What follows belongs to an exercise in optimizing a design on an open flow for small area and a short achievable clock period; a production flow would make more cautious choices. RTL that was checked went through simulation tests only; none was proved equivalent to the original. Only the layout flow was run in runs 1 to 4; the RTL was not checked for function there.

File: flow/run.sh
#!/bin/bash
# The standard layout, with every input and output port buffered by a plain
# buffer (sky130_fd_sc_hd__buf_1) instead of the delay buffer that
# buffer_ports picks on its own. The resizer may still size these up.
set -euo pipefail
export BUFFER_PORTS_ARGS="-buffer_cell sky130_fd_sc_hd__buf_1"
bash standard.sh > standard.log 2>&1
File: standard.sh
#!/bin/bash
# synth_recipe.tcl (not shown) runs the flow's synth.tcl, then flattens the netlist and writes it again
# the make line also repeats each setting of config.mk as NAME=value (left out here)
make -C /OpenROAD-flow-scripts/flow DESIGN_CONFIG=/design/flow/config.mk WORK_HOME=/design/flow/orfs CLKGATE_MAP_FILE= SYNTH_SCRIPT=/design/flow/synth_recipe.tcl "${@:-finish}"
File: config.mk
export PLATFORM = sky130hd
export DESIGN_NAME = bits_instruction_cache
export DESIGN_NICKNAME = bits_instruction_cache
export VERILOG_FILES = /design/flow/design.v
export SDC_FILE = /design/flow/constraint.sdc
export NUM_CORES = 4
export LEC_CHECK = 0
export CAP_MARGIN = 20
export CORE_MARGIN = 2
export CORE_UTILIZATION = 30
export CTS_BUF_LIST = sky130_fd_sc_hd__clkbuf_4 sky130_fd_sc_hd__clkbuf_8
export PLACE_DENSITY = 0.45
export SETUP_SLACK_MARGIN = 1.6
export SLEW_MARGIN = 20
export SYNTH_HIERARCHICAL = 1
File: constraint.sdc
create_clock -name core_clock -period 6.5 [get_ports {clk}]
set_input_delay 1.3000 -clock core_clock [delete_from_list [all_inputs] [get_ports {clk}]]
set_output_delay 1.3000 -clock core_clock [all_outputs]
set_load 0.01 [all_outputs]
File: design.v
`default_nettype none
package bits_pkg;
  localparam int CACHE_BITS = 128;
  localparam int WORD_BITS = 64;
  localparam int WORD_BYTES = 8;
  localparam int BYTE_COUNT_BITS = $clog2(WORD_BYTES + 1);
  localparam int SPACE_LIMIT = CACHE_BITS - WORD_BITS;
  localparam int TAKE_CODES = 18;
  localparam int TAKE_BITS = 5;
  typedef logic [CACHE_BITS-1:0] cache_t;
  typedef logic [WORD_BITS-1:0] word_t;
  typedef logic [WORD_BYTES-1:0] byte_mask_t;
  typedef logic [$clog2(CACHE_BITS + 1)-1:0] fill_level_t;
  typedef logic [TAKE_BITS-1:0] take_code_t;
  localparam fill_level_t LIT_BASE_BITS = 8'd11;
  localparam fill_level_t LIT_STEP_BITS = 8'd5;
  localparam int LIT_CODES = 16;
  localparam take_code_t OP_TYPE1_CODE = 5'd16;
  localparam take_code_t OP_TYPE2_CODE = 5'd17;
  localparam fill_level_t OP_TYPE1_BITS = 8'd22;
  localparam fill_level_t OP_TYPE2_BITS = 8'd18;
  typedef struct packed {
    logic valid;
    word_t word;
    fill_level_t bits;
  } fill_t;
  typedef enum logic [0:0] {
    FILL_IDLE = 1'b0,
    FILL_ACK = 1'b1
  } fill_state_e;
endpackage
`default_nettype wire
`default_nettype none
import bits_pkg::*;
module bits_fill_ctrl
(
  input logic clk,
  input logic resetB,
  input logic mem_req,
  input bits_pkg::byte_mask_t valid_bytes,
  output logic mem_ack,
  input logic space_available,
  input logic load_taken,
  output logic load_valid,
  output logic [BYTE_COUNT_BITS-1:0] load_bytes
);
  bits_pkg::fill_state_e state;
  bits_pkg::fill_state_e state_next;
  logic [WORD_BYTES-1:0] sorted [7];
  logic [WORD_BYTES-1:0] at_least;
  function automatic logic [WORD_BYTES-1:0] exchange(input logic [WORD_BYTES-1:0] v, input int a, input int b);
    logic [WORD_BYTES-1:0] r;
    begin
      r = v;
      r[a] = v[a] | v[b];
      r[b] = v[a] & v[b];
      exchange = r;
    end
  endfunction
  always_comb
  begin
    sorted[0] = valid_bytes;
    sorted[1] = exchange(exchange(exchange(exchange(sorted[0], 0, 1), 2, 3), 4, 5), 6, 7);
    sorted[2] = exchange(exchange(exchange(exchange(sorted[1], 0, 2), 1, 3), 4, 6), 5, 7);
    sorted[3] = exchange(exchange(sorted[2], 1, 2), 5, 6);
    sorted[4] = exchange(exchange(exchange(exchange(sorted[3], 0, 4), 1, 5), 2, 6), 3, 7);
    sorted[5] = exchange(exchange(sorted[4], 2, 4), 3, 5);
    sorted[6] = exchange(exchange(exchange(sorted[5], 1, 2), 3, 4), 5, 6);
    at_least = sorted[6];
    load_bytes[3] = at_least[7];
    load_bytes[2] = at_least[3] & !at_least[7];
    load_bytes[1] = (at_least[1] & !at_least[3]) | (at_least[5] & !at_least[7]);
    load_bytes[0] = (at_least[0] & !at_least[1]) | (at_least[2] & !at_least[3])
                  | (at_least[4] & !at_least[5]) | (at_least[6] & !at_least[7]);
  end
  assign load_valid = (state == FILL_IDLE) && mem_req && space_available;
  always_comb
  begin
    state_next = state;
    case (state)
      FILL_IDLE:
      begin
        if (load_taken)
        begin
          state_next = FILL_ACK;
        end
      end
      FILL_ACK:
      begin
        if (!mem_req)
        begin
          state_next = FILL_IDLE;
        end
      end
      default:
      begin
        state_next = FILL_IDLE;
      end
    endcase
  end
  always_ff @(posedge clk or negedge resetB)
  begin
    if (!resetB)
    begin
      state <= FILL_IDLE;
    end
    else
    begin
      state <= state_next;
    end
  end
  assign mem_ack = (state == FILL_ACK);
endmodule
`default_nettype wire
`default_nettype none
import bits_pkg::*;
module bits_bit_buffer
(
  input logic clk,
  input logic resetB,
  input bits_pkg::take_code_t take,
  input logic load_valid,
  input bits_pkg::word_t load_word,
  input logic [BYTE_COUNT_BITS-1:0] load_bytes,
  output logic load_taken,
  output bits_pkg::cache_t instruction_cache,
  output logic space_available
);
  localparam int STAGES = 7;
  bits_pkg::fill_level_t room;
  bits_pkg::fill_level_t room_next;
  bits_pkg::fill_level_t take_len;
  logic [TAKE_CODES-1:0] take_fits;
  logic take_valid;
  logic [STAGES-1:0] load_amt;
  logic [STAGES-1:0] shift_amt;
  bits_pkg::cache_t shift_out;
  logic [WORD_BITS-1:0] keep_hi;
  function automatic bits_pkg::fill_level_t take_length(input bits_pkg::take_code_t code);
    bits_pkg::fill_level_t len;
    begin
      case (code)
      5'd0: len = 8'd11;
      5'd1: len = 8'd16;
      5'd2: len = 8'd21;
      5'd3: len = 8'd26;
      5'd4: len = 8'd31;
      5'd5: len = 8'd36;
      5'd6: len = 8'd41;
      5'd7: len = 8'd46;
      5'd8: len = 8'd51;
      5'd9: len = 8'd56;
      5'd10: len = 8'd61;
      5'd11: len = 8'd66;
      5'd12: len = 8'd71;
      5'd13: len = 8'd76;
      5'd14: len = 8'd81;
      5'd15: len = 8'd86;
      5'd16: len = 8'd22;
      5'd17: len = 8'd18;
      default: len = 8'd0;
      endcase
      take_length = len;
    end
  endfunction
  function automatic logic at_most(input bits_pkg::fill_level_t x, input bits_pkg::fill_level_t k);
    logic gt;
    logic eq;
    begin
      gt = 1'b0;
      eq = 1'b1;
      for (int i = 7; i >= 0; i--)
      begin
        if (k[i])
        begin
          eq = eq & x[i];
        end
        else
        begin
          gt = gt | (eq & x[i]);
          eq = eq & !x[i];
        end
      end
      at_most = !gt;
    end
  endfunction
  for (genvar c = 0; c < TAKE_CODES; c++)
  begin : g_fits
    assign take_fits[c] = at_most(room, bits_pkg::fill_level_t'(CACHE_BITS) - take_length(bits_pkg::take_code_t'(c)));
  end
  assign take_len = take_length(take);
  assign space_available = room[7] | room[6];
  assign load_amt = {room[7], room[5:0]};
  logic [3:0] code_lo;
  logic [3:0] code_mid;
  logic [3:0] fits_grp;
  logic fits_lo;
  logic take_valid_n;
  bits_onehot2 u_code_lo (.a (take[1:0]), .y (code_lo));
  bits_onehot2 u_code_mid (.a (take[3:2]), .y (code_mid));
  for (genvar m = 0; m < 4; m++)
  begin : g_grp
    bits_and_or4 u_grp (.s (code_lo), .d (take_fits[4 * m +: 4]), .y (fits_grp[m]));
  end
  bits_and_or4 u_fits_lo (.s (code_mid), .d (fits_grp), .y (fits_lo));
  bits_take_valid u_take_valid (
    .code_hi (take[4]),
    .fits_lo (fits_lo),
    .mid_zero (code_mid[0]),
    .lo_zero (code_lo[0]),
    .lo_one (code_lo[1]),
    .fits_16 (take_fits[16]),
    .fits_17 (take_fits[17]),
    .y (take_valid),
    .y_n (take_valid_n)
  );
  logic [STAGES-1:0] shift_amt_n;
  logic load_taken_n;
  for (genvar k = 0; k < STAGES; k++)
  begin : g_sel
    bits_pick u_pick (.t (take_valid), .t_n (take_valid_n), .a (take_len[k]), .b (load_valid & load_amt[k]), .y (shift_amt[k]), .y_n (shift_amt_n[k]));
  end
  bits_pick u_load (.t (take_valid), .t_n (take_valid_n), .a (1'b0), .b (load_valid), .y (load_taken), .y_n (load_taken_n));
  logic [CACHE_BITS-1:0] stage [STAGES+1];
  for (genvar i = 0; i < WORD_BITS; i++)
  begin : g_in
    bits_oai22 u_in (.sa_n(load_taken), .a(instruction_cache[i]), .sb_n(load_taken_n), .b(load_word[i]), .y(stage[0][i]));
  end
  assign stage[0][CACHE_BITS-1:WORD_BITS] = ~instruction_cache[CACHE_BITS-1:WORD_BITS];
  for (genvar s = 0; s < STAGES; s++)
  begin : g_stage
    for (genvar i = 0; i < CACHE_BITS; i++)
    begin : g_bit
      if (i >= (1 << s))
      begin : g_mux
        bits_oai22 u_mux (.sa_n(shift_amt[s]), .a(stage[s][i]), .sb_n(shift_amt_n[s]), .b(stage[s][i - (1 << s)]), .y(stage[s+1][i]));
      end
      else
      begin : g_pass
        assign stage[s+1][i] = ~stage[s][i];
      end
    end
  end
  assign shift_out = stage[STAGES];
  logic [7:0] grp_lt;
  logic [7:0] grp_eq;
  logic [7:0] low_le;
  always_comb
  begin
    for (int p = 0; p < 8; p++)
    begin
      grp_lt[p] = load_taken && (load_amt[6:3] < 4'(p));
      grp_eq[p] = load_taken && (load_amt[6:3] == 4'(p));
    end
    for (int q = 0; q < 8; q++)
    begin
      low_le[q] = (load_amt[2:0] <= 3'(q));
    end
  end
  for (genvar j = 0; j < WORD_BITS; j++)
  begin : g_keep
    assign keep_hi[j] = grp_lt[j / 8] || (grp_eq[j / 8] && low_le[j % 8]);
  end
  bits_pkg::fill_level_t room_take;
  bits_pkg::fill_level_t room_load;
  assign room_take = room + take_len;
  assign room_load = {room[7:3] - 5'(load_bytes), room[2:0]};
  always_comb
  begin
    if (take_valid)
    begin
      room_next = room_take;
    end
    else if (load_taken)
    begin
      room_next = room_load;
    end
    else
    begin
      room_next = room;
    end
  end
  always_ff @(posedge clk)
  begin
    for (int j = 0; j < WORD_BITS; j++)
    begin
      instruction_cache[j] <= shift_out[j];
      if (!keep_hi[j])
      begin
        instruction_cache[WORD_BITS + j] <= shift_out[WORD_BITS + j];
      end
    end
  end
  always_ff @(posedge clk or negedge resetB)
  begin
    if (!resetB)
    begin
      room <= bits_pkg::fill_level_t'(CACHE_BITS);
    end
    else
    begin
      room <= room_next;
    end
  end
endmodule
`default_nettype wire
`default_nettype none
module bits_oai22
(
  input logic sa_n,
  input logic a,
  input logic sb_n,
  input logic b,
  output logic y
);
  assign y = ~((a | sa_n) & (b | sb_n));
endmodule
`default_nettype wire
`default_nettype none
module bits_onehot2
(
  input logic [1:0] a,
  output logic [3:0] y
);
  assign y[0] = !a[1] & !a[0];
  assign y[1] = !a[1] & a[0];
  assign y[2] = a[1] & !a[0];
  assign y[3] = a[1] & a[0];
endmodule
`default_nettype wire
`default_nettype none
module bits_and_or4
(
  input logic [3:0] s,
  input logic [3:0] d,
  output logic y
);
  assign y = (s[0] & d[0]) | (s[1] & d[1]) | (s[2] & d[2]) | (s[3] & d[3]);
endmodule
`default_nettype wire
`default_nettype none
module bits_take_valid
(
  input logic code_hi,
  input logic fits_lo,
  input logic mid_zero,
  input logic lo_zero,
  input logic lo_one,
  input logic fits_16,
  input logic fits_17,
  output logic y,
  output logic y_n
);
  assign y = code_hi ? (mid_zero & ((lo_zero & fits_16) | (lo_one & fits_17))) : fits_lo;
  assign y_n = !y;
endmodule
`default_nettype wire
`default_nettype none
module bits_pick
(
  input logic t,
  input logic t_n,
  input logic a,
  input logic b,
  output logic y,
  output logic y_n
);
  assign y = (t & a) | (t_n & b);
  assign y_n = !y;
endmodule
`default_nettype wire
`default_nettype none
import bits_pkg::*;
module bits_instruction_cache
(
  input logic clk,
  input logic resetB,
  input logic mem_req,
  output logic mem_ack,
  input bits_pkg::word_t instruction_word,
  input bits_pkg::byte_mask_t valid_bytes,
  input bits_pkg::take_code_t instruction_process,
  output bits_pkg::cache_t instruction_cache,
  output logic space_available
);
  logic load_valid;
  logic [BYTE_COUNT_BITS-1:0] load_bytes;
  logic load_taken;
  bits_fill_ctrl u_fill_ctrl (
    .clk (clk),
    .resetB (resetB),
    .mem_req (mem_req),
    .valid_bytes (valid_bytes),
    .mem_ack (mem_ack),
    .space_available (space_available),
    .load_taken (load_taken),
    .load_valid (load_valid),
    .load_bytes (load_bytes)
  );
  bits_bit_buffer u_bit_buffer (
    .clk (clk),
    .resetB (resetB),
    .take (instruction_process),
    .load_valid (load_valid),
    .load_word (instruction_word),
    .load_bytes (load_bytes),
    .load_taken (load_taken),
    .instruction_cache (instruction_cache),
    .space_available (space_available)
  );
endmodule
`default_nettype wire
==> results of run 1 <==
## logic make-up (layout without fill, tap and decap cells)
kind of cell	count (synthesis)	count (layout)	synth area share
DFF	137	137	0.301
muxes	8	8	0.00868
adders and majority gates	22	22	0.0250
buffers and inverters	174	528	0.0600
xor gates and xnor gates	10	10	0.00769
other	1	5	0.000329
and+or+nand+nor	137	137	0.0591
AOI/OAI and AO/OA	980	985	0.538
## worst max-delay path, cell delays in order, from the launching register on
cell and delay, ps:
dfstp_4 770, or2_2 310, nand2_1 80, nor2_1 480, and2_1 490, a22oi_2 130, buf_12 230, buf_16 230
o22ai_1 370, o22ai_1 170, o22ai_1 390, o22ai_1 200, o22ai_1 360, o22ai_1 140, o22ai_2 330
## repair_timing
| action | 4_1_cts | 5_1_grt |
|---|---|---|
| gates resized for setup | 67 | 184 |
| hold endpoints to repair | 0 | 0 |
| buffers inserted | 10 | 20 |
| setup endpoints to repair | 97 | 90 |
| gates cloned | 5 | 5 |
| pin swaps | 8 | 17 |
## final cells by class
cell class,count,area (um2),area share
Inverter,147,559,0.0348
Timing Repair Buffer,349,2170,0.135
Antenna cell,3,7.51,0.000467
Sequential cell,137,3440,0.214
Clock buffer,18,248,0.0154
Multi-Input combinational cell,1164,8900,0.553
Tap cell,511,639,0.0397
Clock inverter,14,121,0.00754
## layer usage
| layer | up-vias | share of wire | GRT usage |
|---|---|---|---|
| li1 | 7034 | - | - |
| met5 | - | 0.00014 | 0 |
| met1 | 8197 | 0.41 | 0.455 |
| met2 | 1194 | 0.44 | 0.559 |
| met3 | 228 | 0.097 | 0.0631 |
| met4 | 2 | 0.053 | 0.132 |
## registers in the layout, indices dropped and copies added, names as in the netlist
name	flops
u_fill_ctrl.state	1
u_bit_buffer.instruction_cache	128
u_bit_buffer.room	8
## Yosys stat by module (local to each module, per instance), excerpt
module	copies in the design	flip-flops and latches	cells inside	cell area [um2]
bits_take_valid	1	0	5	36.3
bits_bit_buffer	1	136	537	5510
bits_oai22	833	0	1	6.26
bits_pick	8	0	2	16.3
bits_and_or4	5	0	3	18.8
bits_onehot2	2	0	4	26.3
bits_fill_ctrl	1	1	55	355
## stage by stage
| stage | std cells | worst slack (ps) |
|---|---|---|
| after detailed placement | 2268 | 641 |
| final | 2343 | 1550 |
| after floorplan | 1470 | -661 |
| after global placement | 2268 | 568 |
| after global routing | 2340 | 1470 |
| after CTS | 2315 | 1510 |
## layout by cell type (no fill, tap or decap), types with 18 or more instances in the layout
cell type,count
o22ai_1,634
o22ai_4,20
nor2_1,37
o22ai_2,182
dfxtp_1,64
buf_4,113
clkbuf_8,18
nand2_1,46
ha_1,18
a21oi_1,29
inv_1,142
buf_1,207
o21ai_0,51
edfxtp_1,64
## worst min path at each step
stage | cells past startpoint | slack [ps] | start | to
finish | 1 | 570 | u_fill_ctrl.state | u_fill_ctrl.state
global route | 1 | 620 | u_fill_ctrl.state | u_fill_ctrl.state
CTS | 1 | 580 | u_fill_ctrl.state | u_fill_ctrl.state
detailed placement | 1 | 550 | u_fill_ctrl.state | u_fill_ctrl.state
global placement | 1 | 550 | u_fill_ctrl.state | u_fill_ctrl.state
floorplan | 1 | 590 | u_fill_ctrl.state | u_fill_ctrl.state
==> metrics.md, run 1 <==
| Metric | Value |
|---|---|
| CTS tree | `yes` |
| Total Routed Length | `between 70 and 80 mm` |
| Hold WS | `between 500 and 600 ps` |
| Wirelength per Cell | `approximately 31 um` |
| F_max | `~0.20 GHz` |
| Clk Latency, worst-skew pair | `between 500 and 600 ps` |
| Core Rows | `between 70 and 80` |
| Nets | `about 1900` |
| Die width | `199 um` |
| CTS sink cnt | `approximately 140` |
| H-tree depth | `4` |
| Worst R2R Setup Slack | `between 1500 and 2000 ps` |
| R2R Path Start | `u_bit_buffer.room[7]` |
| Placeable Area | `37500 um2` |
| Yosys warns | `11` |
| Async set or reset register ratio after synthesis | `0.0657` |
| Hold-fix buffer count after cts | `0` |
| Dpl hpwl | `50.1 mm` |
| Vias in the first global route | `14800` |
| Worst-Margin Slew | `around 1100 ps` |
| Post-route cell area | `between 15000 and 20000 um2` |
| Total Routing Usage GR | `0.345` |
| Synth Register Bits | `around 140` |
| Post-synth top area cell | `o22ai_1` |
| Die area | `between 30000 and 40000 um2` |
| Final setup fails | `0` |
| Vias per cell | `approximately 7` |
| Total negative setup slack | `0 ps` |
| Crit-path max FO | `64` |
| Sequential fraction of the synthesis area | `0.301` |
| Share of cells above drive strength 1 | `0.238` |
| GRT overflow | `0` |
| Unrepaired setup endpoints after global routing | `true` |
| First-pass GRT wire length | `98.9 mm` |
| Initial Utilization | `0.304` |
| Max clock buf depth | `2` |
| CTS clk-pin slew, worst paths | `roughly 100 ps` |
| Number of library cell types mapped by synthesis | `63` |
| Synth Flop Type | `edfxtp_1` |
| GP Congestion | `roughly 0.93` |
| Largest net degree at the start of global routing | `around 130` |
| Worst endpoint required time | `6790 ps` |
| Status | `finished clean` |
| Most frequent cell after synthesis | `o22ai_1` |
| Slew Limit Fails | `0` |
| Root buf cell | `clkbuf_8` |
| 1st-iter DRT viols | `between 2000 and 2500` |
| Skew final | `about 26 ps` |
| Initial antenna violation count | `4` |
| Worst Setup Start Kind | `flip-flop` |
| Fill cells | `just under 4000` |
| Tcrit/Tclk final | `0.761` |
| Final Hold Fails | `0` |
| Worst R2R Path Depth | `14` |
| Crit path from | `u_bit_buffer.room[7]` |
| Die Y | `199 um` |
| CP arrival | `roughly 5200 ps` |
| Post-Syn Area | `11400 um2` |
| I/O pin cnt | `210` |
| CTS Buf Count | `17` |
| Hold Path Class | `reg2reg` |
| Buffers on Ports | `roughly 210` |
| Worst slew margin | `0.263` |
| Synthesized area per cell | `~7.8 um2` |
| Kind of critical path | `reg2reg` |
| Post-synth EDFFs | `between 60 and 70` |
| Placed Area | `roughly 14000 um2` |
| Via count | `16700` |
| Top cells by area, synth | `o22ai_1 46%, edfxtp_1 17%, dfxtp_1 11%` |
| Synth top cells by count | `836 x o22ai_1, 145 x inv_1, 64 x dfxtp_1, 64 x edfxtp_1, 52 x o21ai_0` |
| Worst Setup End Kind | `flip-flop` |
| RR Endpoint | `u_bit_buffer.instruction_cache[105]` |
| Max Cap Violations | `0` |
| Post-Syn Instances | `roughly 1500` |
| Drt pass-1 iters | `8` |
| Post-synth top area share | `0.459` |
| Syn-to-layout area delta | `41.2%` |
| Remaining antenna violation count | `0` |
| Core Util, Final | `0.429` |
| CP Capture Point | `u_bit_buffer.instruction_cache[105]` |
| DRC Markers | `0` |
| Final period demand of the worst path | `~5000 ps` |
==> run 2: changes to the inputs <==
--- a/design.v
+++ b/design.v
@@ -225,5 +225,5 @@
   for (genvar i = 0; i < WORD_BITS; i++)
   begin : g_in
-    bits_oai22 u_in (.sa_n(load_taken), .a(instruction_cache[i]), .sb_n(load_taken_n), .b(load_word[i]), .y(stage[0][i]));
+    bits_oai22 u_in (.sa_n(load_valid), .a(instruction_cache[i]), .sb_n(!load_valid), .b(load_word[i]), .y(stage[0][i]));
   end
   assign stage[0][CACHE_BITS-1:WORD_BITS] = ~instruction_cache[CACHE_BITS-1:WORD_BITS];
--- a/config.mk
+++ b/config.mk
@@ -11,5 +11,5 @@
 export CTS_BUF_LIST = sky130_fd_sc_hd__clkbuf_4 sky130_fd_sc_hd__clkbuf_8
 export PLACE_DENSITY = 0.45
-export SETUP_SLACK_MARGIN = 1.6
+export SETUP_SLACK_MARGIN = 1.0
 export SLEW_MARGIN = 20
 export SYNTH_HIERARCHICAL = 1
==> run 2 against run 1 <==
Effect of this change:
- core utilization shrank 5.1 points
- final area decreased by 12%
- die area down 0.22%
- fmax decreased by 8.9%
- synthesized area down 0.22%
- first-iteration DRC count is 21% lower
- critical path type is now in2reg
- largest cell class unchanged
==> metrics.md, run 2 <==
| Metric | Value |
|---|---|
| Status | `finished clean` |
| CTS sink cnt | `137 (unchanged)` |
| Root buf cell | `clkbuf_8` |
| Drt pass-1 iters | `8 (unchanged)` |
| First-pass GRT wire length | `98.9 mm (about the same)` |
| Vias per cell | `6.73 (-5.4%)` |
| GP Congestion | `0.965 (+4.2%)` |
| Hold Path Class | `reg2reg` |
| Worst Setup Start Kind | `primary input` |
| Share of cells above drive strength 1 | `0.0998 (-0.138)` |
| Wirelength per Cell | `30.6 um (-2.5%)` |
| Nets | `1862 (-2.8%)` |
| 1st-iter DRT viols | `1924 (-21%)` |
| Worst-Margin Slew | `853 ps (-249 ps)` |
| Kind of critical path | `in2reg` |
| Die area | `39500 um2 (-0.22%)` |
| Vias in the first global route | `14300 (-3.2%)` |
| Yosys warns | `11 (unchanged)` |
| Crit-path max FO | `69 (+7.8%)` |
| Routing usage on met2 | `0.532 (-0.0267)` |
| Core Util, Final | `0.379 (-0.0505)` |
| I/O pin cnt | `210 (unchanged)` |
| Remaining antenna violation count | `0 (unchanged)` |
| Initial antenna violation count | `1 (-3)` |
| Most frequent cells in the layout | `829 x o22ai_1, 209 x buf_1, 147 x inv_1` |
| Clk Latency, worst-skew pair | `520 ps (about the same)` |
| Slew Limit Fails | `0 (unchanged)` |
| Total negative setup slack | `0 ps (unchanged)` |
| Worst Setup End Kind | `flip-flop` |
| Regs by FF count | `u_bit_buffer.instruction_cache (128), u_bit_buffer.room (8), u_fill_ctrl.state (1)` |
| Max Cap Violations | `0 (unchanged)` |
| Skew final | `22.0 ps (-3.63 ps)` |
| Die width | `199 um (-0.11%)` |
| Post-Syn Instances | `1468 (-0.068%)` |
| Largest Register | `u_bit_buffer.instruction_cache` |
| Final setup fails | `0 (unchanged)` |
| Buffers on Ports | `209 (unchanged)` |
| Gr busiest metal | `met2` |
| Worst R2R Setup Slack | `1160 ps (-390 ps)` |
| Worst endpoint required time | `6770 ps (-20 ps)` |
| Unrepaired setup endpoints after global routing | `false` |
| Post-Syn Area | `11400 um2 (-0.22%)` |
| CTS clk-pin slew, worst paths | `90 ps (about the same)` |
| Placeable Area | `37500 um2 (unchanged)` |
| Synthesized area per cell | `7.74 um2 (-0.15%)` |
| Core Rows | `71 (unchanged)` |
| Total Routed Length | `69.9 mm (-5.0%)` |
| F_max | `0.184 GHz (-8.9%)` |
| Via count | `15400 (-7.7%)` |
| Met1 GRT Util | `0.474 (+0.0192)` |
| Total Routing Usage GR | `0.347 (+0.00215)` |
| GRT overflow | `0 (unchanged)` |
| Met3 Use GR | `0.0692 (+0.00610)` |
| Max reg flops | `128 (unchanged)` |
| Antenna cells | `0 (-3)` |
| Commonest non-fill, non-tap cell in the layout | `o22ai_1` |
| CP arrival | `5700 ps (+460 ps)` |
| Tcrit/Tclk final | `0.835 (+0.0746)` |
| Final period demand of the worst path | `5430 ps (+485 ps)` |
| Post CTS Setup Buffer Count | `0 (-10)` |
| H-tree depth | `4 (unchanged)` |
| Max clock buf depth | `2 (unchanged)` |
| Initial Utilization | `0.303 (-0.000668)` |
| Largest net degree at the start of global routing | `121 (-4.7%)` |
| Syn-to-layout area delta | `24.9%` |
| Dpl hpwl | `53.7 mm (+7.2%)` |
| CTS Buf Count | `17 (unchanged)` |
| Worst slew margin | `0.432 (+0.169)` |
| DRC Markers | `0 (unchanged)` |
| Final Hold Fails | `0 (unchanged)` |
| Hold WS | `621 ps (+46.5 ps)` |
| CTS tree | `yes` |
| Die Y | `199 um (-0.11%)` |
[run 2: cell count changes in the layout (fill, tap and decap cells not counted), moves of 4 or more]
cell / before / now
nand2_2: 4 / 0
a21oi_1: 29 / 38
o22ai_2: 182 / 6
buf_16: 4 / 0
o21ai_0: 51 / 39
o22ai_1: 634 / 829
nor2_1: 37 / 41
and2_1: 8 / 3
inv_1: 142 / 147
o22ai_4: 20 / 1
a31oi_1: 8 / 4
buf_4: 113 / 73
[run 2: worst paths after layout]
check,from,endpoint,cells after the start
min in group asynchronous,resetB,u_bit_buffer.room[6],1
worst max register to register,u_bit_buffer.room[1],u_bit_buffer.instruction_cache[86],19
worst min-delay path,u_fill_ctrl.state,u_fill_ctrl.state,1
max in group asynchronous,resetB,u_bit_buffer.room[3],1
worst min register to register,u_fill_ctrl.state,u_fill_ctrl.state,1
worst max-delay path,instruction_process[1],u_bit_buffer.instruction_cache[86],18
[run 2: stage by stage]
stage | std cells | cell area [um2] | setup slack (ps)
2_1_floorplan | 1468 | 11400 | -654
3_3_place_gp | 2252 | 13700 | 351
3_5_place_dp | 2254 | 13700 | 542
4_1_cts | 2285 | 14100 | 1010
5_1_grt | 2285 | 14200 | 1050
6_report | 2285 | 14200 | 1070
[run 2: per-layer routing]
metal | wire [um] | vias up
li1 | - | 6919
met3 | 5340 | 144
met2 | 30700 | 812
met1 | 30600 | 7496
met5 | 12 | -
met4 | 3310 | 2
[run 2: area by class of cell]
type                       count  area, um2
fill                        4168      23300
multi-input combinational   1153       7410
sequential                   137       3430
timing repair buffer         303       1740
tap                          511        639
inverter                     150        569
clock buffer                  21        289
clock inverter                10        114
[run 2: critical path, stage by stage]
cell and delay [ps]:
buf_1 310, and2b_2 310, a22oi_1 170, nand2_1 80
a22oi_1 170, nand2_1 90, inv_2 90, o22ai_4 150
a22o_4 320, buf_12 180, buf_12 210, o22ai_1 260
o22ai_1 180, o22ai_1 540, o22ai_1 290, o22ai_1 380
o22ai_1 220, o22ai_2 410
[run 2: timing repair]
action                                  CTS  global route
hold buffers                              0             0
pin swaps                                 0             0
gates resized for setup                   3            12
endpoints found under the setup margin    7            39
==> run 3: changes to the inputs <==
--- a/config.mk
+++ b/config.mk
@@ -8,7 +8,7 @@
 export CAP_MARGIN = 20
 export CORE_MARGIN = 2
-export CORE_UTILIZATION = 30
+export CORE_UTILIZATION = 40
 export CTS_BUF_LIST = sky130_fd_sc_hd__clkbuf_4 sky130_fd_sc_hd__clkbuf_8
-export PLACE_DENSITY = 0.45
+export PLACE_DENSITY = 0.55
 export SETUP_SLACK_MARGIN = 1.0
 export SLEW_MARGIN = 20
==> run 3 against run 2 <==
Effect of this change:
- die area is 25% lower
- first-iteration DRC count is 40% higher
- via count up 3.4%
- still clean
- critical endpoint is now u_bit_buffer.instruction_cache[112]
- final cell count decreased by 6.7%
- sequential share of layout area grew 0.62 points
- highest routed layer unchanged
- final area decreased by 2.6%
- synthesized cell count is the same
- clock-buffer cell count decreased by 1
==> metrics.md, run 3 <==
| Metric | Value |
|---|---|
| Max reg flops | `128 (unchanged)` |
| Worst-Margin Slew | `989 ps (+136 ps)` |
| Initial antenna violation count | `3 (+2)` |
| CP arrival | `5640 ps (-60 ps)` |
| Worst Setup Start Kind | `flip-flop` |
| Crit-path max FO | `50 (-28%)` |
| Hold-fix buffer count after cts | `0 (unchanged)` |
| Max Cap Violations | `0 (unchanged)` |
| Vias per cell | `7.46 (+11%)` |
| Tcrit/Tclk final | `0.839 (+0.00400)` |
| Footprint of the multi-input gates | `7450 um2 (+0.57%)` |
| R2R Path Start | `u_bit_buffer.room[0]` |
| Via count | `15900 (+3.4%)` |
| RR Endpoint | `u_bit_buffer.instruction_cache[112]` |
| Root buf cell | `clkbuf_8` |
| Nets | `1840 (-1.2%)` |
| CTS clk-pin slew, worst paths | `90 ps (about the same)` |
| Drt pass-1 iters | `7 (-1)` |
| Most frequent cells in the layout | `824 x o22ai_1, 207 x buf_1, 145 x inv_1` |
| Hold Path Class | `reg2reg` |
| Die width | `173 um (-13%)` |
| CTS sink cnt | `137 (unchanged)` |
| Total Routing Usage GR | `0.412 (+0.0654)` |
| F_max | `0.183 GHz (-0.48%)` |
| Buffers on Ports | `209 (unchanged)` |
| Wirelength per Cell | `31.0 um (+1.2%)` |
| H-tree depth | `4 (unchanged)` |
| Die area | `29800 um2 (-25%)` |
| Syn-to-layout area delta | `21.6%` |
| Status | `finished clean` |
| Max clock buf depth | `2 (unchanged)` |
| Post-Syn Area | `11400 um2 (unchanged)` |
| Worst slew margin | `0.338 (-0.0934)` |
| Share of cells above drive strength 1 | `0.0936 (-0.00622)` |
| FF/Latch Area | `3430 um2 (about the same)` |
| Remaining antenna violation count | `0 (unchanged)` |
| Initial Utilization | `0.408 (+0.105)` |
| Clk Latency, worst-skew pair | `490 ps (-30 ps)` |
| Placeable Area | `27900 um2 (-26%)` |
| Commonest non-fill, non-tap cell in the layout | `o22ai_1` |
| Kind of critical path | `reg2reg` |
| Vias in the first global route | `14100 (-1.3%)` |
| Worst R2R Setup Slack | `1040 ps (-120 ps)` |
| Largest net degree at the start of global routing | `121 (unchanged)` |
| Antenna cells | `0 (unchanged)` |
| Core Rows | `61 (-14%)` |
| I/O pin cnt | `210 (unchanged)` |
| GRT overflow | `0 (unchanged)` |
| Post-Syn Instances | `1468 (unchanged)` |
| GP Congestion | `1.01 (+4.8%)` |
| DRC Markers | `0 (unchanged)` |
| Dpl hpwl | `48.4 mm (-9.9%)` |
| Core Util, Final | `0.496 (+0.118)` |
| Regs by FF count | `u_bit_buffer.instruction_cache (128), u_bit_buffer.room (8), u_fill_ctrl.state (1)` |
| Worst endpoint required time | `6690 ps (-80 ps)` |
| Worst R2R Path Depth | `21 (+2)` |
| Yosys warns | `11 (unchanged)` |
| 1st-iter DRT viols | `2692 (+40%)` |
| CP Capture Point | `u_bit_buffer.instruction_cache[112]` |
| Die Y | `173 um (-13%)` |
| First-pass GRT wire length | `92.5 mm (-6.6%)` |
| Largest Register | `u_bit_buffer.instruction_cache` |
| Skew final | `20.2 ps (-1.85 ps)` |
| Slew Limit Fails | `0 (unchanged)` |
| Worst Setup End Kind | `flip-flop` |
| Crit path from | `u_bit_buffer.room[0]` |
| Total Routed Length | `66.0 mm (-5.7%)` |
| Hold WS | `617 ps (-4.06 ps)` |
| CTS tree | `yes` |
| Synthesized area per cell | `7.74 um2 (unchanged)` |
| Fill cells | `2891 (-31%)` |
| Unrepaired setup endpoints after global routing | `false` |
| Final Hold Fails | `0 (unchanged)` |
| Final setup fails | `0 (unchanged)` |
| Final period demand of the worst path | `5460 ps (+26.0 ps)` |
| CTS Buf Count | `17 (unchanged)` |
[run 3: worst min path at each step]
stage	from	to	slack, ps	cells after the start
floorplan	u_bit_buffer.room[0]	u_bit_buffer.room[0]	600	2
global placement	u_fill_ctrl.state	u_fill_ctrl.state	590	1
detailed placement	u_fill_ctrl.state	u_fill_ctrl.state	600	1
CTS	u_fill_ctrl.state	u_fill_ctrl.state	620	1
global route	u_fill_ctrl.state	u_fill_ctrl.state	640	1
finish	u_fill_ctrl.state	u_fill_ctrl.state	620	1
[run 3: repair_timing]
item                                    4_1_cts  5_1_grt
resized for setup                             0       23
buffers inserted                              0        0
endpoints found under the setup margin        0       52
[run 3: per-layer routing]
| metal | track usage | wire length, um |
|---|---|---|
| met3 | 0.0948 | 7660 |
| met1 | 0.557 | 26300 |
| met4 | 0.208 | 3820 |
| met2 | 0.618 | 28100 |
| met5 | 0 | 138 |
[run 3: cell type report]
type	count	area share
Tap cell	378	0.0342
Clock inverter	12	0.00986
Inverter	150	0.0417
Multi-Input combinational cell	1155	0.539
Sequential cell	137	0.248
Clock buffer	20	0.0190
Timing Repair Buffer	279	0.108
[run 3: worst max-delay path: stages (launching register included)]
cell and delay, ps:
dfrtp_1 560, a21oi_4 440, a21oi_1 120, o21a_1 170, nor2_1 120, a22oi_1 80
nand2_1 80, a22oi_1 60, nand2_1 80, inv_2 50, o22a_2 360, buf_4 240
a22oi_2 200, buf_12 170, buf_12 210, o22ai_1 140, o22ai_1 480, o22ai_1 290
o22ai_1 360, o22ai_1 170, o22ai_1 530, o22ai_1 200
[run 3: through the flow]
step                TNS (ps)  setup WS (ps)  cells  area, um2
floorplan             -23540           -654   1468      11400
global placement           0            480   2097      13300
detailed placement         0            625   2097      13300
CTS                        0           1090   2129      13700
global route               0           1010   2131      13800
finish                     0           1040   2131      13800
==> run 4: changes to the inputs <==
--- a/design.v
+++ b/design.v
@@ -216,10 +216,10 @@
   );
   logic [STAGES-1:0] shift_amt_n;
-  logic load_taken_n;
   for (genvar k = 0; k < STAGES; k++)
   begin : g_sel
-    bits_pick u_pick (.t (take_valid), .t_n (take_valid_n), .a (take_len[k]), .b (load_valid & load_amt[k]), .y (shift_amt[k]), .y_n (shift_amt_n[k]));
+    bits_pick_n u_pick (.t (take_valid), .a (!take_len[k]), .b (!(load_valid & load_amt[k])), .y (shift_amt[k]));
+    bits_pick_n u_pick_n (.t (take_valid), .a (take_len[k]), .b (load_valid & load_amt[k]), .y (shift_amt_n[k]));
   end
-  bits_pick u_load (.t (take_valid), .t_n (take_valid_n), .a (1'b0), .b (load_valid), .y (load_taken), .y_n (load_taken_n));
+  assign load_taken = load_valid && !take_valid;
   logic [CACHE_BITS-1:0] stage [STAGES+1];
   for (genvar i = 0; i < WORD_BITS; i++)
@@ -357,15 +357,12 @@
 `default_nettype wire
 `default_nettype none
-module bits_pick
+module bits_pick_n
 (
   input logic t,
-  input logic t_n,
   input logic a,
   input logic b,
-  output logic y,
-  output logic y_n
+  output logic y
 );
-  assign y = (t & a) | (t_n & b);
-  assign y_n = !y;
+  assign y = ~(t ? a : b);
 endmodule
 `default_nettype wire
==> run 4 against run 3 <==
Effect of this change:
- still clean on timing, DRC and antenna
- critical path depth decreased by 7
- clock skew grew 2.1 ps
==> metrics.md, run 4 <==
| Metric | Value |
|---|---|
| Die Y | `173 um (+0.43%)` |
| F_max | `0.186 GHz (+1.6%)` |
| Syn-to-layout area delta | `22.7%` |
| Post-Syn Instances | `1489 (+1.4%)` |
| 1st-iter DRT viols | `2991 (+11%)` |
| Vias per cell | `7.42 (-0.48%)` |
| Skew final | `22.2 ps (+2.05 ps)` |
| H-tree depth | `4 (unchanged)` |
| Place WS | `502 ps (-123 ps)` |
| Setup WS post-layout | `1130 ps (+85.2 ps)` |
| Crit-path max FO | `9 (-82%)` |
| Worst endpoint required time | `6780 ps (+90 ps)` |
| Final Hold Fails | `0 (unchanged)` |
| Dpl hpwl | `46.6 mm (-3.6%)` |
| Max Cap Violations | `0 (unchanged)` |
| Remaining antenna violation count | `0 (unchanged)` |
| Worst-Margin Slew | `1130 ps (+137 ps)` |
| Buffers on Ports | `209 (unchanged)` |
| Drt pass-1 iters | `8 (+1)` |
| Hold Path Origin | `u_fill_ctrl.state` |
| Final period demand of the worst path | `5370 ps (-85.2 ps)` |
| Yosys warns | `11 (unchanged)` |
| Placed Area | `13600 um2 (+2.3%)` |
| Root buf cell | `clkbuf_8` |
| Crit path from | `instruction_process[0]` |
| CTS Buf Count | `17 (unchanged)` |
| DRC Markers | `0 (unchanged)` |
| Clk Latency, worst-skew pair | `470 ps (-20 ps)` |
| Die area | `30000 um2 (+0.85%)` |
| R2R Path Start | `u_bit_buffer.room[1]` |
| Worst Setup Start Kind | `primary input` |
| Nets | `1873 (+1.8%)` |
| Tcrit/Tclk final | `0.826 (-0.0131)` |
| Synthesized area per cell | `7.70 um2 (-0.55%)` |
| Max reg flops | `128 (unchanged)` |
| CTS tree | `yes` |
| Core Util, Final | `0.502 (+0.00574)` |
| First-pass GRT wire length | `91.5 mm (-0.98%)` |
| Core Rows | `61 (unchanged)` |
| CTS sink cnt | `137 (unchanged)` |
| Regs by FF count | `u_bit_buffer.instruction_cache (128), u_bit_buffer.room (8), u_fill_ctrl.state (1)` |
| Max clock buf depth | `2 (unchanged)` |
| Most frequent cells in the layout | `833 x o22ai_1, 209 x buf_1, 161 x inv_1` |
| Routing usage on met2 | `0.613 (-0.00464)` |
| CTS clk-pin slew, worst paths | `90 ps (about the same)` |
| Total negative setup slack | `0 ps (unchanged)` |
| Initial antenna violation count | `1 (-2)` |
| Hold Path Class | `reg2reg` |
| Largest Register | `u_bit_buffer.instruction_cache` |
| Commonest non-fill, non-tap cell in the layout | `o22ai_1` |
| Placeable Area | `28000 um2 (+0.55%)` |
| Via count | `16100 (+1.1%)` |
| Gr busiest metal | `met2` |
| Total Routed Length | `63.1 mm (-4.4%)` |
| Share of cells above drive strength 1 | `0.0918 (-0.00178)` |
| Vias in the first global route | `14500 (+2.4%)` |
| Post-route cell area | `14100 um2 (+1.7%)` |
| Worst slew margin | `0.233 (-0.105)` |
| Kind of critical path | `in2reg` |
| GRT overflow | `0 (unchanged)` |
| Met1 GRT Util | `0.524 (-0.0328)` |
| Fill cells | `2991 (+3.5%)` |
| Die width | `173 um (+0.43%)` |
| Status | `finished clean` |
| Hold-fix buffer count after cts | `0 (unchanged)` |
| Initial Utilization | `0.409 (+0.00131)` |
| Final setup fails | `0 (unchanged)` |
| Unrepaired setup endpoints after global routing | `false` |
| I/O pin cnt | `210 (unchanged)` |
| Worst Setup End Kind | `flip-flop` |
| Largest net degree at the start of global routing | `121 (unchanged)` |
| Post-Syn Area | `11500 um2 (+0.87%)` |
| Slew Limit Fails | `0 (unchanged)` |
| Total Routing Usage GR | `0.399 (-0.0133)` |
| Wirelength per Cell | `29.1 um (-5.9%)` |
| GP Congestion | `1.02 (+1.1%)` |
| Met3 Use GR | `0.0886 (-0.00617)` |
| Antenna cells | `0 (unchanged)` |
| CP arrival | `5650 ps (about the same)` |
-- run 4: timing repair --
item,CTS,global route
setup endpoints to repair,23,50
pin swaps,1,0
resized for setup,0,5
setup buffers,6,0
-- run 4: routing by layer --
layer	up-vias	wire, um	share of wire
met3	278	7630	0.12
met4	0	4210	0.067
li1	6913	-	-
met5	-	0	0
met1	7604	24200	0.38
met2	1272	27000	0.43
-- run 4: per-stage QoR --
step	hold WS, ps	std cells
6_report	623	2165
2_1_floorplan	599	1489
3_3_place_gp	592	2127
3_5_place_dp	602	2127
5_1_grt	645	2165
4_1_cts	621	2165
-- run 4: critical path, cell delays in order --
cell	delay [ps]
buf_1	310
inv_1	180
ha_1	390
o21ai_0	740
inv_1	250
mux2i_4	230
buf_12	160
o22ai_2	140
o22ai_1	620
buf_4	240
inv_1	60
o22ai_1	500
o22ai_1	260
o22ai_1	260
-- run 4: final timing paths --
kind | endpoint | slack, ps | cells after the start
setup / recovery | u_bit_buffer.instruction_cache[117] | 1130 | 14
hold / removal | u_fill_ctrl.state | 620 | 1
max in group asynchronous | u_bit_buffer.room[3] | 5290 | 1
hold reg to reg | u_fill_ctrl.state | 620 | 1
min in group asynchronous | u_bit_buffer.room[5] | 800 | 1
setup reg to reg | u_bit_buffer.instruction_cache[108] | 1160 | 21
-- run 4: layout make-up --
cell class / count / area (um2) / area share
multi-input cells: 1159 / 7520 / 0.535
flip-flops and latches: 137 / 3430 / 0.244
clock inverters: 13 / 124 / 0.00881
well taps: 378 / 473 / 0.0336
inverters: 166 / 623 / 0.0443
repair buffers: 293 / 1630 / 0.116
clock buffers: 19 / 262 / 0.0186
==> run 5: changes to the inputs <==
--- a/design.v
+++ b/design.v
@@ -47,30 +47,17 @@
   bits_pkg::fill_state_e state;
   bits_pkg::fill_state_e state_next;
-  logic [WORD_BYTES-1:0] sorted [7];
-  logic [WORD_BYTES-1:0] at_least;
-  function automatic logic [WORD_BYTES-1:0] exchange(input logic [WORD_BYTES-1:0] v, input int a, input int b);
-    logic [WORD_BYTES-1:0] r;
-    begin
-      r = v;
-      r[a] = v[a] | v[b];
-      r[b] = v[a] & v[b];
-      exchange = r;
-    end
-  endfunction
+  logic [1:0] pair_count [4];
+  logic [2:0] quad_count [2];
   always_comb
   begin
-    sorted[0] = valid_bytes;
-    sorted[1] = exchange(exchange(exchange(exchange(sorted[0], 0, 1), 2, 3), 4, 5), 6, 7);
-    sorted[2] = exchange(exchange(exchange(exchange(sorted[1], 0, 2), 1, 3), 4, 6), 5, 7);
-    sorted[3] = exchange(exchange(sorted[2], 1, 2), 5, 6);
-    sorted[4] = exchange(exchange(exchange(exchange(sorted[3], 0, 4), 1, 5), 2, 6), 3, 7);
-    sorted[5] = exchange(exchange(sorted[4], 2, 4), 3, 5);
-    sorted[6] = exchange(exchange(exchange(sorted[5], 1, 2), 3, 4), 5, 6);
-    at_least = sorted[6];
-    load_bytes[3] = at_least[7];
-    load_bytes[2] = at_least[3] & !at_least[7];
-    load_bytes[1] = (at_least[1] & !at_least[3]) | (at_least[5] & !at_least[7]);
-    load_bytes[0] = (at_least[0] & !at_least[1]) | (at_least[2] & !at_least[3])
-                  | (at_least[4] & !at_least[5]) | (at_least[6] & !at_least[7]);
+    for (int i = 0; i < 4; i++)
+    begin
+      pair_count[i] = 2'(valid_bytes[2 * i]) + 2'(valid_bytes[2 * i + 1]);
+    end
+    for (int i = 0; i < 2; i++)
+    begin
+      quad_count[i] = 3'(pair_count[2 * i]) + 3'(pair_count[2 * i + 1]);
+    end
+    load_bytes = (BYTE_COUNT_BITS)'(quad_count[0]) + (BYTE_COUNT_BITS)'(quad_count[1]);
   end
   assign load_valid = (state == FILL_IDLE) && mem_req && space_available;
--- a/config.mk
+++ b/config.mk
@@ -8,7 +8,7 @@
 export CAP_MARGIN = 20
 export CORE_MARGIN = 2
-export CORE_UTILIZATION = 40
+export CORE_UTILIZATION = 50
 export CTS_BUF_LIST = sky130_fd_sc_hd__clkbuf_4 sky130_fd_sc_hd__clkbuf_8
-export PLACE_DENSITY = 0.55
+export PLACE_DENSITY = 0.65
 export SETUP_SLACK_MARGIN = 1.0
 export SLEW_MARGIN = 20
==> run 5 against run 4 <==
Effect of this change:
- critical path depth up 5
- critical path type is now reg2reg
- still clean on timing, DRC and antenna
- final cell count decreased by 6.3%
==> metrics.md, run 5 <==
| Metric | Value |
|---|---|
| Status | `finished clean` |
| CTS Buf Count | `17 (unchanged)` |
| Initial antenna violation count | `2 (+1)` |
| Drt pass-1 iters | `12 (+4)` |
| First-pass GRT wire length | `86.0 mm (-6.0%)` |
| Skew final | `17.8 ps (-4.40 ps)` |
| CTS clk-pin slew, worst paths | `90 ps (about the same)` |
| Core Rows | `54 (-11%)` |
| GP Congestion | `1.07 (+5.0%)` |
| Root buf cell | `clkbuf_8` |
| Die width | `154 um (-11%)` |
| F_max | `0.186 GHz (-0.31%)` |
| CP arrival | `5600 ps (-50 ps)` |
| CTS tree | `yes` |
| Largest net degree at the start of global routing | `113 (-6.6%)` |
| Hold WS | `653 ps (+30.2 ps)` |
| Max incr delay on CP | `690 ps (-50 ps)` |
| Worst-Margin Slew | `1130 ps (+5.32 ps)` |
| Slew Limit Fails | `0 (unchanged)` |
| Cells along the critical path | `nand2_2 -> o211ai_1 -> a21oi_1 -> a22oi_1 -> nand2_1 -> a22oi_1 -> nand2_1 -> inv_2 -> o22ai_4 -> buf_12 -> mux2i_4 -> buf_12 -> o22ai_1 -> o22ai_1 -> o22ai_1 -> o22ai_1 -> o22ai_1 -> o22ai_1 -> o22ai_1` |
| Hold-fix buffer count after cts | `0 (unchanged)` |
| FF/Latch Area | `3430 um2 (about the same)` |
| Most frequent CP cell | `o22ai_1` |
| Vias per cell | `7.85 (+5.8%)` |
| Max Cap Violations | `0 (unchanged)` |
| Crit path max-delay family | `compound AO/OA/AOI/OAI gates` |
| Routing usage on met2 | `0.711 (+0.0977)` |
| Remaining antenna violation count | `0 (unchanged)` |
| Total Routing Usage GR | `0.477 (+0.0778)` |
| Clk Latency, worst-skew pair | `500 ps (+30 ps)` |
| Worst endpoint required time | `6720 ps (-60 ps)` |
| CTS sink cnt | `137 (unchanged)` |
| CP max stage cell | `dfrtp_1` |
| Final period demand of the worst path | `5390 ps (+16.7 ps)` |
| Fill cells | `2038 (-32%)` |
| Largest Register | `u_bit_buffer.instruction_cache` |
| Crit-path max FO | `46 (+37)` |
| Worst Setup End Kind | `flip-flop` |
| Footprint of the multi-input gates | `7320 um2 (-2.6%)` |
| Most frequent cells in the layout | `832 x o22ai_1, 209 x buf_1, 169 x inv_1` |
| GRT overflow | `0 (unchanged)` |
| Setup WS post-layout | `1110 ps (-16.7 ps)` |
| Regs by FF count | `u_bit_buffer.instruction_cache (128), u_bit_buffer.room (8), u_fill_ctrl.state (1)` |
| Share of cells above drive strength 1 | `0.0864 (-0.00539)` |
| Dpl hpwl | `43.5 mm (-6.7%)` |
| Met1 GRT Util | `0.601 (+0.0776)` |
| Worst slew margin | `0.246 (+0.0125)` |
| Total Routed Length | `59.0 mm (-6.4%)` |
| Met3 Use GR | `0.159 (+0.0704)` |
| Die area | `23800 um2 (-21%)` |
| H-tree depth | `4 (unchanged)` |
| CP Buf/Inv Count | `3 (-3)` |
| Post-Syn Area | `11300 um2 (-1.7%)` |
| Synthesized area per cell | `7.75 um2 (+0.71%)` |
| Buffers on Ports | `209 (unchanged)` |
| Final setup fails | `0 (unchanged)` |
| Unrepaired setup endpoints after global routing | `false` |
| Hold Path Class | `reg2reg` |
| Vias in the first global route | `14200 (-1.7%)` |
| Max clock buf depth | `2 (unchanged)` |
| Via count | `15900 (-0.87%)` |
| Max reg flops | `128 (unchanged)` |
| Commonest non-fill, non-tap cell in the layout | `o22ai_1` |
| Worst Setup Start Kind | `flip-flop` |
| Yosys warns | `12 (+1)` |
| Tcrit/Tclk final | `0.829 (+0.00257)` |
| Syn-to-layout area delta | `22.3%` |
| Post-Syn Instances | `1454 (-2.4%)` |
| Placeable Area | `22000 um2 (-22%)` |
| Initial Utilization | `0.513 (+0.104)` |
| Final Hold Fails | `0 (unchanged)` |
| Gr busiest metal | `met2` |
| Place WS | `491 ps (-11.1 ps)` |
| DRC Markers | `0 (unchanged)` |
| 1st-iter DRT viols | `3207 (+7.2%)` |
| Nets | `1842 (-1.7%)` |
| Wirelength per Cell | `29.1 um (-0.14%)` |
| Kind of critical path | `reg2reg` |
| Die Y | `154 um (-11%)` |
| I/O pin cnt | `210 (unchanged)` |
## run 5: layout make-up
cell class | count | area share
Multi-Input combinational cell | 1119 | 0.531
Sequential cell | 137 | 0.249
Timing Repair Buffer | 285 | 0.117
Inverter | 175 | 0.0479
Tap cell | 280 | 0.0254
Clock buffer | 17 | 0.0170
Clock inverter | 15 | 0.0125
Antenna cell | 1 | 0.000181
## run 5: worst reg2reg max path, delay by kind of cell (launching register included)
kind	cells	cell delay, ps
buf+inv	3	480
compound gates	12	3150
flops	1	690
mux	1	250
simple gates	3	530
## run 5: metal layers
layer | vias up | routed length [um] | part of all wire
li1 | 6787 | - | -
met1 | 7281 | 21100 | 0.36
met2 | 1492 | 24200 | 0.41
met3 | 366 | 8760 | 0.15
met4 | 2 | 4940 | 0.084
met5 | - | 13 | 0.00022
## run 5: timing repair
item	in CTS	in global routing
setup endpoints to repair	9	6
pin swaps	1	0
resized for setup	1	4
setup buffers	3	2
## run 5: per-stage QoR
stage / area (um2) / setup TNS (ps) / cells / utilization
final: 13800 / 0 / 2029 / 0.628
after global routing: 13800 / 0 / 2028 / 0.628
after CTS: 13800 / 0 / 2026 / 0.626
after detailed placement: 13300 / 0 / 1991 / 0.606
after global placement: 13300 / 0 / 1991 / 0.606
after floorplan: 11400 / -96.1 / 1454 / -
## run 5: path summary, 6_finish.rpt
kind | startpoint | endpoint | slack, ps | depth (start not counted)
worst max-delay path | u_bit_buffer.room[2] | u_bit_buffer.instruction_cache[126] | 1110 | 19
worst min-delay path | u_fill_ctrl.state | u_fill_ctrl.state | 650 | 1
worst max register to register | u_bit_buffer.room[2] | u_bit_buffer.instruction_cache[126] | 1110 | 19
worst min register to register | u_fill_ctrl.state | u_fill_ctrl.state | 650 | 1
max in group asynchronous | resetB | u_bit_buffer.room[3] | 5340 | 1
min in group asynchronous | resetB | u_bit_buffer.room[0] | 770 | 1
==> run 6: changes to the inputs <==
--- a/config.mk
+++ b/config.mk
@@ -8,7 +8,8 @@
 export CAP_MARGIN = 20
 export CORE_MARGIN = 2
-export CORE_UTILIZATION = 50
+export CORE_UTILIZATION = 40
 export CTS_BUF_LIST = sky130_fd_sc_hd__clkbuf_4 sky130_fd_sc_hd__clkbuf_8
-export PLACE_DENSITY = 0.65
+export GPL_TIMING_DRIVEN = 0
+export PLACE_DENSITY = 0.55
 export SETUP_SLACK_MARGIN = 1.0
 export SLEW_MARGIN = 20
==> run 6 against run 5 <==
Effect of this change:
- final area increased by 10%
- sequential cell count unchanged
- register-to-register slack got worse by 130 ps
- die area increased by 24%
- via count decreased by 2.4%
- still clean on timing, DRC and antenna
- first-iteration DRC count decreased by 33%
- clock skew increased by 7.1 ps
- worst setup slack got worse by 130 ps
- worst hold slack got worse by 17 ps
- critical path depth increased by 6
==> metrics.md, run 6 <==
| Metric | Value |
|---|---|
| Status | `finished clean` |
| CP arrival | `5670 ps (+70 ps)` |
| Die area | `29500 um2 (+24%)` |
| Kind of critical path | `reg2reg` |
| Post-Syn Area | `11300 um2 (unchanged)` |
| Worst R2R Setup Slack | `980 ps (-130 ps)` |
| R2R Path Start | `u_bit_buffer.room[2]` |
| First-pass GRT wire length | `85.2 mm (-0.95%)` |
| CP max stage cell | `dfrtp_1` |
| Largest Register | `u_bit_buffer.instruction_cache` |
| RR Endpoint | `u_bit_buffer.instruction_cache[108]` |
| F_max | `0.181 GHz (-2.3%)` |
| Dpl hpwl | `46.7 mm (+7.5%)` |
| Total Routed Length | `59.5 mm (+0.81%)` |
| Total Routing Usage GR | `0.389 (-0.0878)` |
| CTS sink cnt | `137 (unchanged)` |
| Share of cells above drive strength 1 | `0.122 (+0.0354)` |
| Hold Path Class | `reg2reg` |
| Hold Path Origin | `u_bit_buffer.room[0]` |
| Worst endpoint required time | `6650 ps (-70 ps)` |
| Regs by FF count | `u_bit_buffer.instruction_cache (128), u_bit_buffer.room (8), u_fill_ctrl.state (1)` |
| Max reg flops | `128 (unchanged)` |
| Worst-Margin Slew | `1010 ps (-126 ps)` |
| Worst slew margin | `0.327 (+0.0813)` |
| CTS tree | `yes` |
| Fill cells | `2714 (+33%)` |
| Post-Syn Instances | `1454 (unchanged)` |
| Crit path from | `u_bit_buffer.room[2]` |
| 1st-iter DRT viols | `2164 (-33%)` |
| Initial Utilization | `0.406 (-0.108)` |
| Yosys warns | `12 (unchanged)` |
| Final Hold Fails | `0 (unchanged)` |
| Worst Setup Start Kind | `flip-flop` |
| Placed Area | `14400 um2 (+7.9%)` |
| Crit-path max FO | `29 (-37%)` |
| H-tree depth | `4 (unchanged)` |
| Setup WS post-layout | `984 ps (-129 ps)` |
| Synthesized area per cell | `7.75 um2 (unchanged)` |
| Stages on the worst setup path | `25 (+6)` |
| GRT overflow | `0 (unchanged)` |
| DRC Markers | `0 (unchanged)` |
| Wirelength per Cell | `27.6 um (-5.0%)` |
| GP Congestion | `0.973 (-9.4%)` |
| Crit path max-delay family | `compound AO/OA/AOI/OAI gates` |
| Core Rows | `61 (+13%)` |
| Syn-to-layout area delta | `34.9%` |
| Place WS | `67.4 ps (-423 ps)` |
| Most frequent cells in the layout | `791 x o22ai_1, 208 x buf_1, 170 x inv_1` |
| Vias in the first global route | `13800 (-2.7%)` |
| WHS Endpoint | `u_bit_buffer.room[0]` |
| Nets | `1868 (+1.4%)` |
| Max Cap Violations | `0 (unchanged)` |
| Core Util, Final | `0.547 (-0.0806)` |
| Clk Latency, worst-skew pair | `480 ps (-20 ps)` |
| Via count | `15500 (-2.4%)` |
| Inst Count DP | `2107 (+5.8%)` |
| Post-Layout Cell Count | `2153 (+6.1%)` |
| Skew final | `24.9 ps (+7.05 ps)` |
| Drt pass-1 iters | `6 (-6)` |
| Root buf cell | `clkbuf_8` |
| Vias per cell | `7.22 (-8.0%)` |
| Final period demand of the worst path | `5520 ps (+129 ps)` |
| Commonest non-fill, non-tap cell in the layout | `o22ai_1` |
| Largest net degree at the start of global routing | `46 (-59%)` |
| Worst R2R Path Depth | `25 (+6)` |
| Die Y | `172 um (+11%)` |
| Post-route cell area | `15200 um2 (+10%)` |
| CP Buf/Inv Count | `8 (+5)` |
| Hold-critical path depth | `2 (+1)` |
| Die width | `172 um (+11%)` |
| Unrepaired setup endpoints after global routing | `true` |
| Hold-fix buffer count after cts | `0 (unchanged)` |
| Tcrit/Tclk final | `0.849 (+0.0198)` |
| CTS clk-pin slew, worst paths | `90 ps (about the same)` |
| Final setup fails | `0 (unchanged)` |
| Buffers on Ports | `209 (unchanged)` |
| Placeable Area | `27800 um2 (+27%)` |
| CTS Buf Count | `17 (unchanged)` |
| Worst Setup End Kind | `flip-flop` |
| Slew Limit Fails | `0 (unchanged)` |
| Remaining antenna violation count | `0 (unchanged)` |
| Initial antenna violation count | `1 (-1)` |
| Max incr delay on CP | `450 ps (-240 ps)` |
| I/O pin cnt | `210 (unchanged)` |
| Max clock buf depth | `2 (unchanged)` |
| Most frequent CP cell | `o22ai_1` |
[run 6: final cells by class]
type	instances	area (um2)	area share
Antenna cell	1	2.50	0.000165
Buffer	23	106	0.00699
Clock buffer	19	262	0.0172
Clock inverter	13	154	0.0101
Inverter	175	662	0.0435
Multi-Input combinational cell	1120	7620	0.501
Sequential cell	137	3430	0.226
Tap cell	378	473	0.0311
Timing Repair Buffer	287	2500	0.165
[run 6: metrics by stage]
stage / TNS [ps] / hold slack, ps
finish: 0 / 637
detailed placement: 0 / 619
floorplan: -96.1 / 599
global placement: -302180 / 606
global route: 0 / 674
CTS: 0 / 641
[run 6: worst max path at each step]
stage                                                endpoint  slack (ps)
final                     u_bit_buffer.instruction_cache[108]         980
after global routing       u_bit_buffer.instruction_cache[99]         820
after CTS                  u_bit_buffer.instruction_cache[99]        1020
after detailed placement  u_bit_buffer.instruction_cache[108]          70
after global placement    u_bit_buffer.instruction_cache[127]       -3580
after floorplan           u_bit_buffer.instruction_cache[127]        -100
[run 6: layer usage]
metal | up-vias | share of wire | GRT usage | routed length, um
li1 | 6835 | - | - | -
met1 | 7405 | 0.40 | 0.528 | 24000
met2 | 1101 | 0.43 | 0.590 | 25300
met3 | 202 | 0.11 | 0.0748 | 6560
met4 | 0 | 0.061 | 0.198 | 3650
met5 | - | 0 | 0 | 0
[run 6: worst min-delay path: cells and delay by family (launching register included)]
family,cells,cell delay [ps]
adder cells (fa/ha/maj),1,130
flip-flops,1,360
multiplexers,1,130
[run 6: timing repair]
item,CTS,global route
setup buffers,6,6
pin swaps,2,5
gates cloned,1,0
setup endpoints to repair,108,63
resized for setup,29,43
==> run 7: changes to the inputs <==
--- a/config.mk
+++ b/config.mk
@@ -10,5 +10,4 @@
 export CORE_UTILIZATION = 40
 export CTS_BUF_LIST = sky130_fd_sc_hd__clkbuf_4 sky130_fd_sc_hd__clkbuf_8
-export GPL_TIMING_DRIVEN = 0
 export PLACE_DENSITY = 0.55
 export SETUP_SLACK_MARGIN = 1.0
==> run 7 against run 6 <==
Effect of this change:
- via count is 0.99% lower
- sequential share of layout area is 2.4 points higher
- critical path depth is 8 lower
- fmax is 3.0% higher
- still clean on timing, DRC and antenna
- worst hold slack better by 13 ps
- largest cell class unchanged
- non-clock buffer count is 33 lower
- global-route usage is 0.79 points higher
- first-iteration DRC count is 14% higher
==> metrics.md, run 7 <==
| Metric | Value |
|---|---|
| Status | `finished clean` |
| Initial Utilization | `0.406 (unchanged)` |
| CTS tree | `yes` |
| Commonest non-fill, non-tap cell in the layout | `o22ai_1` |
| Placeable Area | `27800 um2 (unchanged)` |
| CTS clk-pin slew, worst paths | `100 ps (about the same)` |
| Core Util, Final | `0.495 (-0.0528)` |
| Worst R2R Setup Slack | `1170 ps (+190 ps)` |
| Root buf cell | `clkbuf_8` |
| Die Y | `172 um (unchanged)` |
| Vias per cell | `7.26 (+0.60%)` |
| Yosys warns | `12 (unchanged)` |
| Metal-1 WL | `24.6 mm (+2.4%)` |
| Worst slew margin | `0.282 (-0.0454)` |
| Tcrit/Tclk final | `0.824 (-0.0250)` |
| Met3 WL | `6.23 mm (-5.0%)` |
| GP Congestion | `0.972 (about the same)` |
| Total Routed Length | `60.8 mm (+2.1%)` |
| Buffers on Ports | `209 (unchanged)` |
| F_max | `0.187 GHz (+3.0%)` |
| Die width | `172 um (unchanged)` |
| Final period demand of the worst path | `5350 ps (-162 ps)` |
| Drt pass-1 iters | `8 (+2)` |
| Max reg flops | `128 (unchanged)` |
| Initial antenna violation count | `1 (unchanged)` |
| Worst Setup Start Kind | `primary input` |
| Post-Syn Area | `11300 um2 (unchanged)` |
| Worst Setup End Kind | `flip-flop` |
| Top sig layer | `met4` |
| Kind of critical path | `in2reg` |
| Hold-critical path depth | `1 (-1)` |
| CTS sink cnt | `137 (unchanged)` |
| Max incr delay on CP | `670 ps (+220 ps)` |
| DRC Markers | `0 (unchanged)` |
| Hold Path Origin | `u_fill_ctrl.state` |
| Total Routing Usage GR | `0.397 (+0.00786)` |
| CP arrival | `5670 ps (about the same)` |
| Share of cells above drive strength 1 | `0.0833 (-0.0384)` |
| CP Buf/Inv Count | `4 (-4)` |
| Final setup fails | `0 (unchanged)` |
| Synthesized area per cell | `7.75 um2 (unchanged)` |
| Max Cap Violations | `0 (unchanged)` |
| Regs by FF count | `u_bit_buffer.instruction_cache (128), u_bit_buffer.room (8), u_fill_ctrl.state (1)` |
| Crit-path max FO | `73 (+150%)` |
| Slew Limit Fails | `0 (unchanged)` |
| Unrepaired setup endpoints after global routing | `false` |
| Max clock buf depth | `2 (unchanged)` |
| Dpl hpwl | `45.6 mm (-2.4%)` |
run 7: worst reg2reg max path: cells and delay by family, from the launching register on:
kind | cells | cell delay, ps
AO/OA/AOI/OAI | 10 | 2900
AND/OR/NAND/NOR | 4 | 700
buffers and inverters | 3 | 670
flip-flops | 1 | 610
multiplexers | 1 | 300
run 7: layout make-up:
| cell class | instances | area [um2] |
|---|---|---|
| clock buffers | 18 | 248 |
| clock inverters | 14 | 134 |
| flip-flops and latches | 137 | 3430 |
| inverters | 175 | 661 |
| fillers | 2996 | 14000 |
| multi-input cells | 1119 | 7340 |
| diodes | 1 | 2.50 |
| well taps | 378 | 473 |
| repair buffers | 277 | 1460 |
run 7: metal layers:
metal	track usage	vias up
li1	-	6748
met1	0.531	7317
met2	0.605	1120
met3	0.0698	204
met4	0.226	0
met5	0	-
run 7: metrics by stage:
| step | TNS (ps) | setup WS [ps] | area, um2 | std cells |
|---|---|---|---|---|
| after detailed placement | 0 | 601 | 13300 | 2083 |
| after floorplan | -96.1 | -96.1 | 11400 | 1454 |
| after global routing | 0 | 1030 | 13700 | 2118 |
| after global placement | 0 | 611 | 13300 | 2083 |
| final | 0 | 1150 | 13700 | 2119 |
| after CTS | 0 | 1010 | 13700 | 2115 |
run 7: what timing repair did:
action	CTS	global route
setup buffers	0	3
hold buffers	0	0
endpoints found under the setup margin	2	57
resized for setup	1	6
run 7: worst max-delay path by stage:
stage,from,to,slack [ps],depth (start not counted)
after floorplan,instruction_process[1],u_bit_buffer.instruction_cache[127],-100,15
after global placement,instruction_process[1],u_bit_buffer.instruction_cache[95],610,18
after detailed placement,instruction_process[1],u_bit_buffer.instruction_cache[95],600,18
after CTS,u_bit_buffer.room[2],u_bit_buffer.instruction_cache[112],1010,20
after global routing,instruction_process[1],u_bit_buffer.instruction_cache[127],1030,17
final,instruction_process[1],u_bit_buffer.instruction_cache[125],1150,17

what the ideal ports hide:
In the flow no input, the clock included, has a driving cell. The finished layouts below were timed again as built, in two steps.
Step 1 assumes that a clkbuf_16 drives the clock port and a buf_2 every other input.
Step 2 also shifts input and output timing later by t, the mid clock arrival at the registers, as if the neighbouring blocks saw the same clock.
a / b / c = no drivers / after step 1 / after step 2; a / b = the first two.
run | t (ns) | slack for setup (ns) | worst setup path after step 2 | slew at the worst register clock pin (ns) | worst slew at a driven data input, ns
run 1 | 0.553 | 1.555 / 1.555 / 1.067 | input to register | 0.11 / 0.11 | 0.05
run 2 | 0.561 | 1.070 / 1.093 / 0.532 | input to register | 0.10 / 0.10 | 0.05
run 3 | 0.530 | 1.044 / 1.044 / 0.587 | input to register | 0.11 / 0.11 | 0.05
run 4 | 0.514 | 1.129 / 1.152 / 0.638 | input to register | 0.11 / 0.11 | 0.04
run 5 | 0.532 | 1.112 / 1.112 / 0.658 | input to register | 0.11 / 0.11 | 0.04
run 6 | 0.520 | 0.984 / 0.984 / 0.618 | input to register | 0.11 / 0.11 | 0.03
run 7 | 0.510 | 1.146 / 1.170 / 0.660 | input to register | 0.10 / 0.10 | 0.04
After both steps setup and hold are still met in every run listed. For run 2, which loses most, drivers alone change the setup slack by +0.023 ns; drivers and shift together by -0.538 ns.
